What follows belongs to an exercise in optimizing a design on an open flow for small area and a short achievable clock period; a production flow would make more cautious choices. Where RTL was checked, it was by simulation tests only, not by an equivalence proof against the original. Power and IR drop assume default switching activity.

==> 01-25: inputs <==
// commit_trace_buffer
module commit_trace_buffer #(
   parameter int DEPTH      = 16,
   parameter int DROP_CNT_W = 16
) (
   input  logic                      clk,
   input  logic                      rst_n,
   input  logic                      commit_valid,
   input  logic [31:0]               commit_pc,
   input  logic [31:0]               commit_instr,
   input  logic [4:0]                commit_rd,
   input  logic [31:0]               commit_data,
   output logic                      trace_valid,
   input  logic                      trace_ready,
   output logic [31:0]               trace_pc,
   output logic [31:0]               trace_instr,
   output logic [4:0]                trace_rd,
   output logic [31:0]               trace_data,
   output logic [15:0]               trace_seq,
   input  logic                      flush,
   input  logic                      clear_stats,
   output logic                      overflow,
   output logic [DROP_CNT_W-1:0]     drop_count,
   output logic [63:0]               retired_count,
   output logic [$clog2(DEPTH):0]    fill_level
);
==> module commit_trace_buffer, before the edit <==
module commit_trace_buffer #(
   parameter int DEPTH      = 16,
   parameter int DROP_CNT_W = 16
) (
   input  logic                      clk,
   input  logic                      rst_n,
   input  logic                      commit_valid,
   input  logic [31:0]               commit_pc,
   input  logic [31:0]               commit_instr,
   input  logic [4:0]                commit_rd,
   input  logic [31:0]               commit_data,
   output logic                      trace_valid,
   input  logic                      trace_ready,
   output logic [31:0]               trace_pc,
   output logic [31:0]               trace_instr,
   output logic [4:0]                trace_rd,
   output logic [31:0]               trace_data,
   output logic [15:0]               trace_seq,
   input  logic                      flush,
   input  logic                      clear_stats,
   output logic                      overflow,
   output logic [DROP_CNT_W-1:0]     drop_count,
   output logic [63:0]               retired_count,
   output logic [$clog2(DEPTH):0]    fill_level
);
   localparam int AW = $clog2(DEPTH);
   localparam int RW = 32 + 32 + 5 + 32 + 16;    
   localparam int NS = DEPTH - 1;                
   logic [AW:0]           cnt_q;       
   logic                  valid_q;     
   logic                  more_q;      
   logic                  full_q;      
   logic [NS-1:0]         wr_q;        
   logic [NS-1:0]         rs_q;        
   logic [15:0]           seq_q;
   logic                  overflow_q;
   logic [DROP_CNT_W-1:0] drop_cnt_q;
   logic [63:0]           retired_q;
   logic [RW-1:0] mem [NS];
   logic [RW-1:0] head_q;
   logic [RW-1:0] rec_in;
   logic [RW-1:0] head_d;
   logic [NS-1:0] we;
   logic pop, push, drop, to_store, adv;
   logic [AW:0] cnt_d;
   assign rec_in = {commit_pc, commit_instr, commit_rd, commit_data, seq_q};
   assign pop      = valid_q && trace_ready && !flush;
   assign push     = commit_valid && !flush && (!full_q || trace_ready);
   assign drop     = commit_valid && !flush && full_q && !trace_ready;
   assign to_store = more_q || (valid_q && !trace_ready);
   assign adv      = !valid_q || trace_ready;
   always_comb begin
      cnt_d = cnt_q;
      case ({push, pop})
         2'b10:   cnt_d = cnt_q + 1'b1;
         2'b01:   cnt_d = cnt_q - 1'b1;
         default: ;
      endcase
   end
   always_ff @(posedge clk or negedge rst_n) begin
      if (!rst_n) begin
         cnt_q   <= '0;
         valid_q <= 1'b0;
         more_q  <= 1'b0;
         full_q  <= 1'b0;
         wr_q    <= NS'(1);
         rs_q    <= '0;
      end else if (flush) begin
         cnt_q   <= '0;
         valid_q <= 1'b0;
         more_q  <= 1'b0;
         full_q  <= 1'b0;
         rs_q    <= '0;
      end else begin
         cnt_q   <= cnt_d;
         valid_q <= (cnt_d != 0);
         more_q  <= (cnt_d > 1);
         full_q  <= (cnt_d == DEPTH);
         if (push && to_store) wr_q <= {wr_q[NS-2:0], wr_q[NS-1]};
         if (pop && more_q)
            rs_q <= (cnt_d > 1) ? {rs_q[NS-2:0], rs_q[NS-1]} : '0;
         else if (push && to_store && !more_q)
            rs_q <= wr_q;
      end
   end
   always_comb begin
      head_d = ({RW{!adv}} & head_q) | ({RW{adv && !more_q}} & rec_in);
      for (int i = 0; i < NS; i++)
         head_d = head_d | ({RW{adv && rs_q[i]}} & mem[i]);
   end
   always_comb
      for (int i = 0; i < NS; i++)
         we[i] = (wr_q[i] && !full_q) || (wr_q[i] && full_q && trace_ready);
   always_ff @(posedge clk) begin
      for (int i = 0; i < NS; i++)
         if (we[i]) mem[i] <= rec_in;
      head_q <= head_d;
   end
   always_ff @(posedge clk or negedge rst_n) begin
      if (!rst_n) begin
         seq_q      <= '0;
         overflow_q <= 1'b0;
         drop_cnt_q <= '0;
         retired_q  <= '0;
      end else begin
         if (commit_valid) seq_q <= seq_q + 16'd1;
         if (clear_stats) begin
            overflow_q <= 1'b0;
            drop_cnt_q <= '0;
            retired_q  <= '0;
         end else begin
            if (drop) begin
               overflow_q <= 1'b1;
               if (drop_cnt_q != {DROP_CNT_W{1'b1}}) drop_cnt_q <= drop_cnt_q + 1'b1;
            end
            if (commit_valid) retired_q <= retired_q + 64'd1;
         end
      end
   end
   assign trace_valid   = valid_q;
   assign {trace_pc, trace_instr, trace_rd, trace_data, trace_seq} = head_q;
   assign overflow      = overflow_q;
   assign drop_count    = drop_cnt_q;
   assign retired_count = retired_q;
   assign fill_level    = cnt_q;
endmodule
export LEC_CHECK = 0
export CAP_MARGIN = 20
export CORE_MARGIN = 2
export CORE_UTILIZATION = 60
export CTS_BUF_LIST = sky130_fd_sc_hd__clkbuf_8 sky130_fd_sc_hd__clkbuf_16
export CTS_CLUSTER_DIAMETER = 80
export CTS_CLUSTER_SIZE = 30
export SETUP_SLACK_MARGIN = 2.9
export SLEW_MARGIN = 20
create_clock -name core_clock -period 5.5 [get_ports {clk}]
standard.sh (not shown) runs the stock make flow with config.mk's settings and CLKGATE_MAP_FILE= SYNTH_SCRIPT=/design/flow/synth_recipe.tcl, a recipe that flattens the netlist after the stock synthesis.
==> flow/flow/run.sh <==
#!/bin/bash
set -euo pipefail
bash standard.sh \
  BUFFER_PORTS_ARGS="-buffer_cell sky130_fd_sc_hd__buf_2" \
  CTS_ARGS="-sink_clustering_enable -repair_clock_nets -sink_clustering_size 30 -sink_clustering_max_diameter 80 -buf_list {sky130_fd_sc_hd__clkbuf_8 sky130_fd_sc_hd__clkbuf_16} -dont_use_dummy_load" \
  finish > standard_flow.log 2>&1
==> inputs of 03-09, as changes to 01-25 <==
--- a/flow/design.v
+++ b/flow/design.v
@@ -31,2 +31,3 @@
    logic                  more_q;      
+   logic                  ge3_q;       
    logic                  full_q;      
@@ -44,3 +45,2 @@
    logic pop, push, drop, to_store, adv;
-   logic [AW:0] cnt_d;
    assign rec_in = {commit_pc, commit_instr, commit_rd, commit_data, seq_q};
@@ -51,10 +51,5 @@
    assign adv      = !valid_q || trace_ready;
-   always_comb begin
-      cnt_d = cnt_q;
-      case ({push, pop})
-         2'b10:   cnt_d = cnt_q + 1'b1;
-         2'b01:   cnt_d = cnt_q - 1'b1;
-         default: ;
-      endcase
-   end
+   logic up, dn;
+   assign up = push && !pop;
+   assign dn = pop && !push;
    always_ff @(posedge clk or negedge rst_n) begin
@@ -64,2 +59,3 @@
          more_q  <= 1'b0;
+         ge3_q   <= 1'b0;
          full_q  <= 1'b0;
@@ -71,2 +67,3 @@
          more_q  <= 1'b0;
+         ge3_q   <= 1'b0;
          full_q  <= 1'b0;
@@ -74,9 +71,18 @@
       end else begin
-         cnt_q   <= cnt_d;
-         valid_q <= (cnt_d != 0);
-         more_q  <= (cnt_d > 1);
-         full_q  <= (cnt_d == DEPTH);
+         if (up) begin
+            cnt_q   <= cnt_q + 1'b1;
+            valid_q <= 1'b1;
+            more_q  <= valid_q;
+            ge3_q   <= more_q;
+            full_q  <= (cnt_q == (AW+1)'(DEPTH - 1));
+         end else if (dn) begin
+            cnt_q   <= cnt_q - 1'b1;
+            valid_q <= more_q;
+            more_q  <= ge3_q;
+            ge3_q   <= (cnt_q >= 4);
+            full_q  <= 1'b0;
+         end
          if (push && to_store) wr_q <= {wr_q[NS-2:0], wr_q[NS-1]};
          if (pop && more_q)
-            rs_q <= (cnt_d > 1) ? {rs_q[NS-2:0], rs_q[NS-1]} : '0;
+            rs_q <= (push || ge3_q) ? {rs_q[NS-2:0], rs_q[NS-1]} : '0;
          else if (push && to_store && !more_q)
==> flow/config.mk (replaced) <==
export PLATFORM = sky130hd
export DESIGN_NAME = commit_trace_buffer
export DESIGN_NICKNAME = commit_trace_buffer
export VERILOG_FILES = /design/flow/design.v
export SDC_FILE = /design/flow/constraint.sdc
export NUM_CORES = 4
export LEC_CHECK = 0
export CAP_MARGIN = 10
export CORE_MARGIN = 2
export CORE_UTILIZATION = 60
export SETUP_SLACK_MARGIN = 3.2
export SLEW_MARGIN = 10
==> comparison <==
- 01-25 went through all stages and came out clean. 03-09 finished clean.
- Clock skew: 01-25 is higher than 03-09 (4.1 ps).
- Against 01-25, the global-route usage of 03-09 is higher by 1.8 points.
- In 03-09 the sequential cell count is higher than in 01-25, by 1.
- In 03-09 the core utilization is higher than in 01-25, by 2.4 points.
No functional check of the RTL was part of 01-25.


==> inputs of run M <==
==> flow/design.v <==
module commit_trace_buffer #(
   parameter int DEPTH      = 16,
   parameter int DROP_CNT_W = 16
) (
   input  logic                      clk,
   input  logic                      rst_n,
   input  logic                      commit_valid,
   input  logic [31:0]               commit_pc,
   input  logic [31:0]               commit_instr,
   input  logic [4:0]                commit_rd,
   input  logic [31:0]               commit_data,
   output logic                      trace_valid,
   input  logic                      trace_ready,
   output logic [31:0]               trace_pc,
   output logic [31:0]               trace_instr,
   output logic [4:0]                trace_rd,
   output logic [31:0]               trace_data,
   output logic [15:0]               trace_seq,
   input  logic                      flush,
   input  logic                      clear_stats,
   output logic                      overflow,
   output logic [DROP_CNT_W-1:0]     drop_count,
   output logic [63:0]               retired_count,
   output logic [$clog2(DEPTH):0]    fill_level
);
   localparam int AW = $clog2(DEPTH);
   localparam int RW = 32 + 32 + 5 + 32 + 16;    
   localparam int NS = DEPTH - 1;                
   logic [AW:0]           cnt_q;       
   logic                  valid_q;     
   logic                  more_q;      
   logic                  ge3_q;       
   logic                  full_q;      
   logic [NS-1:0]         wr_q;        
   logic [NS-1:0]         rs_q;        
   logic [15:0]           seq_q;
   logic                  overflow_q;
   logic [DROP_CNT_W-1:0] drop_cnt_q;
   logic [63:0]           retired_q;
   logic [RW-1:0] mem [NS];
   logic [RW-1:0] head_q;
   logic [RW-1:0] rec_in;
   logic [RW-1:0] head_d;
   logic [NS-1:0] we;
   logic pop, push, drop, to_store, adv;
   assign rec_in = {commit_pc, commit_instr, commit_rd, commit_data, seq_q};
   assign pop      = valid_q && trace_ready && !flush;
   assign push     = commit_valid && !flush && (!full_q || trace_ready);
   assign drop     = commit_valid && !flush && full_q && !trace_ready;
   assign to_store = more_q || (valid_q && !trace_ready);
   assign adv      = !valid_q || trace_ready;
   logic up, dn;
   assign up = push && !pop;
   assign dn = pop && !push;
   always_ff @(posedge clk or negedge rst_n) begin
      if (!rst_n) begin
         cnt_q   <= '0;
         valid_q <= 1'b0;
         more_q  <= 1'b0;
         ge3_q   <= 1'b0;
         full_q  <= 1'b0;
         wr_q    <= NS'(1);
         rs_q    <= '0;
      end else if (flush) begin
         cnt_q   <= '0;
         valid_q <= 1'b0;
         more_q  <= 1'b0;
         ge3_q   <= 1'b0;
         full_q  <= 1'b0;
         rs_q    <= '0;
      end else begin
         if (up) begin
            cnt_q   <= cnt_q + 1'b1;
            valid_q <= 1'b1;
            more_q  <= valid_q;
            ge3_q   <= more_q;
            full_q  <= (cnt_q == (AW+1)'(DEPTH - 1));
         end else if (dn) begin
            cnt_q   <= cnt_q - 1'b1;
            valid_q <= more_q;
            more_q  <= ge3_q;
            ge3_q   <= (cnt_q >= 4);
            full_q  <= 1'b0;
         end
         if (push && to_store) wr_q <= {wr_q[NS-2:0], wr_q[NS-1]};
         if (pop && more_q)
            rs_q <= (push || ge3_q) ? {rs_q[NS-2:0], rs_q[NS-1]} : '0;
         else if (push && to_store && !more_q)
            rs_q <= wr_q;
      end
   end
   always_comb begin
      head_d = ({RW{!adv}} & head_q) | ({RW{adv && !more_q}} & rec_in);
      for (int i = 0; i < NS; i++)
         head_d = head_d | ({RW{adv && rs_q[i]}} & mem[i]);
   end
   always_comb
      for (int i = 0; i < NS; i++)
         we[i] = (wr_q[i] && !full_q) || (wr_q[i] && full_q && trace_ready);
   always_ff @(posedge clk) begin
      for (int i = 0; i < NS; i++)
         if (we[i]) mem[i] <= rec_in;
      head_q <= head_d;
   end
   always_ff @(posedge clk or negedge rst_n) begin
      if (!rst_n) begin
         seq_q      <= '0;
         overflow_q <= 1'b0;
         drop_cnt_q <= '0;
         retired_q  <= '0;
      end else begin
         if (commit_valid) seq_q <= seq_q + 16'd1;
         if (clear_stats) begin
            overflow_q <= 1'b0;
            drop_cnt_q <= '0;
            retired_q  <= '0;
         end else begin
            if (drop) begin
               overflow_q <= 1'b1;
               if (drop_cnt_q != {DROP_CNT_W{1'b1}}) drop_cnt_q <= drop_cnt_q + 1'b1;
            end
            if (commit_valid) retired_q <= retired_q + 64'd1;
         end
      end
   end
   assign trace_valid   = valid_q;
   assign {trace_pc, trace_instr, trace_rd, trace_data, trace_seq} = head_q;
   assign overflow      = overflow_q;
   assign drop_count    = drop_cnt_q;
   assign retired_count = retired_q;
   assign fill_level    = cnt_q;
endmodule
==> flow/flow/run.sh <==
#!/bin/bash
set -euo pipefail
bash standard.sh \
  BUFFER_PORTS_ARGS="-buffer_cell sky130_fd_sc_hd__buf_2" \
  CTS_ARGS="-sink_clustering_enable -repair_clock_nets -sink_clustering_size 30 -sink_clustering_max_diameter 80 -buf_list {sky130_fd_sc_hd__clkbuf_8 sky130_fd_sc_hd__clkbuf_16} -dont_use_dummy_load" \
  finish > standard_flow.log 2>&1
==> flow/standard.sh <==
#!/bin/bash
# synth_recipe.tcl (not shown) runs the flow's synth.tcl, then flattens the netlist and writes it again
# the make line also repeats each setting of config.mk as NAME=value (left out here)
make -C /OpenROAD-flow-scripts/flow DESIGN_CONFIG=/design/flow/config.mk WORK_HOME=/design/flow/orfs CLKGATE_MAP_FILE= SYNTH_SCRIPT=/design/flow/synth_recipe.tcl "${@:-finish}"
==> flow/config.mk <==
export PLATFORM = sky130hd
export DESIGN_NAME = commit_trace_buffer
export DESIGN_NICKNAME = commit_trace_buffer
export VERILOG_FILES = /design/flow/design.v
export SDC_FILE = /design/flow/constraint.sdc
export NUM_CORES = 4
export LEC_CHECK = 0
export CAP_MARGIN = 20
export CORE_MARGIN = 2
export CORE_UTILIZATION = 60
export SETUP_SLACK_MARGIN = 3.2
export SLEW_MARGIN = 20
==> flow/constraint.sdc <==
create_clock -name core_clock -period 5.5 [get_ports {clk}]
set_input_delay 1.1000 -clock core_clock [delete_from_list [all_inputs] [get_ports {clk}]]
set_output_delay 1.1000 -clock core_clock [all_outputs]
set_load 0.01 [all_outputs]
==> run P: changes against run M <==
- SETUP_SLACK_MARGIN: 3.2 -> 2.9
==> run E: changes against run M <==
==> flow/design.v, changed modules only <==
module commit_trace_buffer #(
   parameter int DEPTH      = 16,
   parameter int DROP_CNT_W = 16
) (
   input  logic                      clk,
   input  logic                      rst_n,
   input  logic                      commit_valid,
   input  logic [31:0]               commit_pc,
   input  logic [31:0]               commit_instr,
   input  logic [4:0]                commit_rd,
   input  logic [31:0]               commit_data,
   output logic                      trace_valid,
   input  logic                      trace_ready,
   output logic [31:0]               trace_pc,
   output logic [31:0]               trace_instr,
   output logic [4:0]                trace_rd,
   output logic [31:0]               trace_data,
   output logic [15:0]               trace_seq,
   input  logic                      flush,
   input  logic                      clear_stats,
   output logic                      overflow,
   output logic [DROP_CNT_W-1:0]     drop_count,
   output logic [63:0]               retired_count,
   output logic [$clog2(DEPTH):0]    fill_level
);
   localparam int AW = $clog2(DEPTH);
   localparam int RW = 32 + 32 + 5 + 32 + 16;    
   localparam int NS = DEPTH - 1;                
   logic [AW:0]           cnt_q;       
   logic                  valid_q;     
   logic                  more_q;      
   logic                  full_q;      
   logic [NS-1:0]         wr_q;        
   logic [NS-1:0]         rd_q;        
   logic [15:0]           seq_q;
   logic                  overflow_q;
   logic [DROP_CNT_W-1:0] drop_cnt_q;
   logic [63:0]           retired_q;
   logic [RW-1:0] mem [NS];
   logic [RW-1:0] head_q;
   logic [RW-1:0] rec_in;
   logic [RW-1:0] head_d;
   logic pop, push, drop, to_store;
   assign rec_in = {commit_pc, commit_instr, commit_rd, commit_data, seq_q};
   assign pop      = valid_q && trace_ready && !flush;
   assign push     = commit_valid && !flush && (!full_q || trace_ready);
   assign drop     = commit_valid && !flush && full_q && !trace_ready;
   assign to_store = more_q || (valid_q && !trace_ready);
   always_ff @(posedge clk or negedge rst_n) begin
      if (!rst_n) begin
         cnt_q   <= '0;
         valid_q <= 1'b0;
         more_q  <= 1'b0;
         full_q  <= 1'b0;
         wr_q    <= NS'(1);
         rd_q    <= NS'(1);
      end else if (flush) begin
         cnt_q   <= '0;
         valid_q <= 1'b0;
         more_q  <= 1'b0;
         full_q  <= 1'b0;
         rd_q    <= wr_q;
      end else begin
         case ({push, pop})
            2'b10: begin
               cnt_q   <= cnt_q + 1'b1;
               valid_q <= 1'b1;
               more_q  <= valid_q;
               full_q  <= (cnt_q == DEPTH - 1);
            end
            2'b01: begin
               cnt_q   <= cnt_q - 1'b1;
               valid_q <= more_q;
               more_q  <= (cnt_q > 2);
               full_q  <= 1'b0;
            end
            default: ;
         endcase
         if (push && to_store) wr_q <= {wr_q[NS-2:0], wr_q[NS-1]};
         if (pop && more_q)    rd_q <= {rd_q[NS-2:0], rd_q[NS-1]};
      end
   end
   always_comb begin
      head_d = {RW{!more_q}} & rec_in;
      for (int i = 0; i < NS; i++)
         head_d = head_d | ({RW{rd_q[i] && more_q}} & mem[i]);
   end
   always_ff @(posedge clk) begin
      for (int i = 0; i < NS; i++)
         if (wr_q[i] && (!full_q || trace_ready)) mem[i] <= rec_in;
      if (!valid_q || trace_ready) head_q <= head_d;
   end
   always_ff @(posedge clk or negedge rst_n) begin
      if (!rst_n) begin
         seq_q      <= '0;
         overflow_q <= 1'b0;
         drop_cnt_q <= '0;
         retired_q  <= '0;
      end else begin
         if (commit_valid) seq_q <= seq_q + 16'd1;
         if (clear_stats) begin
            overflow_q <= 1'b0;
            drop_cnt_q <= '0;
            retired_q  <= '0;
         end else begin
            if (drop) begin
               overflow_q <= 1'b1;
               if (drop_cnt_q != {DROP_CNT_W{1'b1}}) drop_cnt_q <= drop_cnt_q + 1'b1;
            end
            if (commit_valid) retired_q <= retired_q + 64'd1;
         end
      end
   end
   assign trace_valid   = valid_q;
   assign {trace_pc, trace_instr, trace_rd, trace_data, trace_seq} = head_q;
   assign overflow      = overflow_q;
   assign drop_count    = drop_cnt_q;
   assign retired_count = retired_q;
   assign fill_level    = cnt_q;
endmodule
==> flow/run.sh (new file) <==
#!/bin/bash
# synth_recipe.tcl (not shown) runs the flow's synth.tcl, then flattens the netlist and writes it again
# the make line also repeats each setting of config.mk as NAME=value (left out here)
make -C /OpenROAD-flow-scripts/flow DESIGN_CONFIG=/design/flow/config.mk WORK_HOME=/design/flow/orfs CLKGATE_MAP_FILE= SYNTH_SCRIPT=/design/flow/synth_recipe.tcl finish
- SETUP_SLACK_MARGIN: 3.2 -> 2.9
removed: flow/flow/run.sh
removed: flow/standard.sh
==> flow_metrics.py <==
metrics = {
    "run_status": {
        "status": "timing/DRC/antenna clean",
    },
    "clock_network": {
        "cts_sinks": 2008,
    },
    "global_route": {
        "track_usage_pct": 34.32,
    },
    "logic_synthesis": {
        "ys_ff_latch": 2008,
    },
    "finish": {
        "multi_input_area_share_pct": 16.63,
        "nClkBuffers": 83,
    },
    "die": {
        "tap_cells": 1612,
    },
}
# the run above: run M

==> flow_metrics.py <==
metrics = {
    "run_status": {
        "status": "timing/DRC/antenna clean",
    },
    "finish": {
        "multi_input_area_share_pct": 16.96,
    },
    "global_route": {
        "track_usage_pct": 32.12,
    },
    "logic_synthesis": {
        "ys_ff_latch": 2008,
    },
    "die": {
        "tap_cells": 1612,
    },
}
# the run above: run P

==> flow_metrics.py <==
metrics = {
    "die": {
        "tap_cells": 1625,
    },
    "finish": {
        "nClkBuffers": 249,
        "multi_input_area_share_pct": 15.39,
    },
    "logic_synthesis": {
        "ys_ff_latch": 2007,
    },
    "pwr": {
        "pg_clk_mw": 13.2,
    },
    "clock_network": {
        "cts_sinks": 2007,
    },
    "global_route": {
        "grt_overflow": 0,
    },
    "run_status": {
        "status": "timing/DRC/antenna clean",
    },
}
# the run above: run E

[separate check: timing with driven ports]
No port has a modelled driver above. Below, the same layouts with a new extraction and two added sets of constraints.
Step 1 (the two cells are an assumption about what drives the block):
set clk [get_ports {clk}]
set_driving_cell -lib_cell sky130_fd_sc_hd__clkbuf_16 $clk
set_driving_cell -lib_cell sky130_fd_sc_hd__buf_2 [delete_from_list [all_inputs] $clk]
Step 2 moves the port delays by t, midway between the first and last clock arrival at a register: inputs arrive t later, outputs are due t later. That takes back most of the time a late clock gives input paths.
a / b / c = ideal / step 1 / step 2; a / b = the first two.
| run | shift t [ns] | setup WS [ns] | worst setup path after step 2 |
|---|---|---|---|
| 01-25 | 0.765 | 2.680 / 2.719 / 1.954 | input to register |
| 03-09 | 0.768 | 3.108 / 3.027 / 2.387 | input to register |
| run M | 0.768 | 3.108 / 3.027 / 2.387 | input to register |
| run P | 0.758 | 2.828 / 2.810 / 2.052 | input to register |
| run E | 0.889 | 2.816 / 2.774 / 2.073 | input to register |
After both steps every run listed still meets setup and hold. For run P, which loses most, drivers alone change the setup slack by -0.018 ns; drivers and shift together by -0.776 ns.
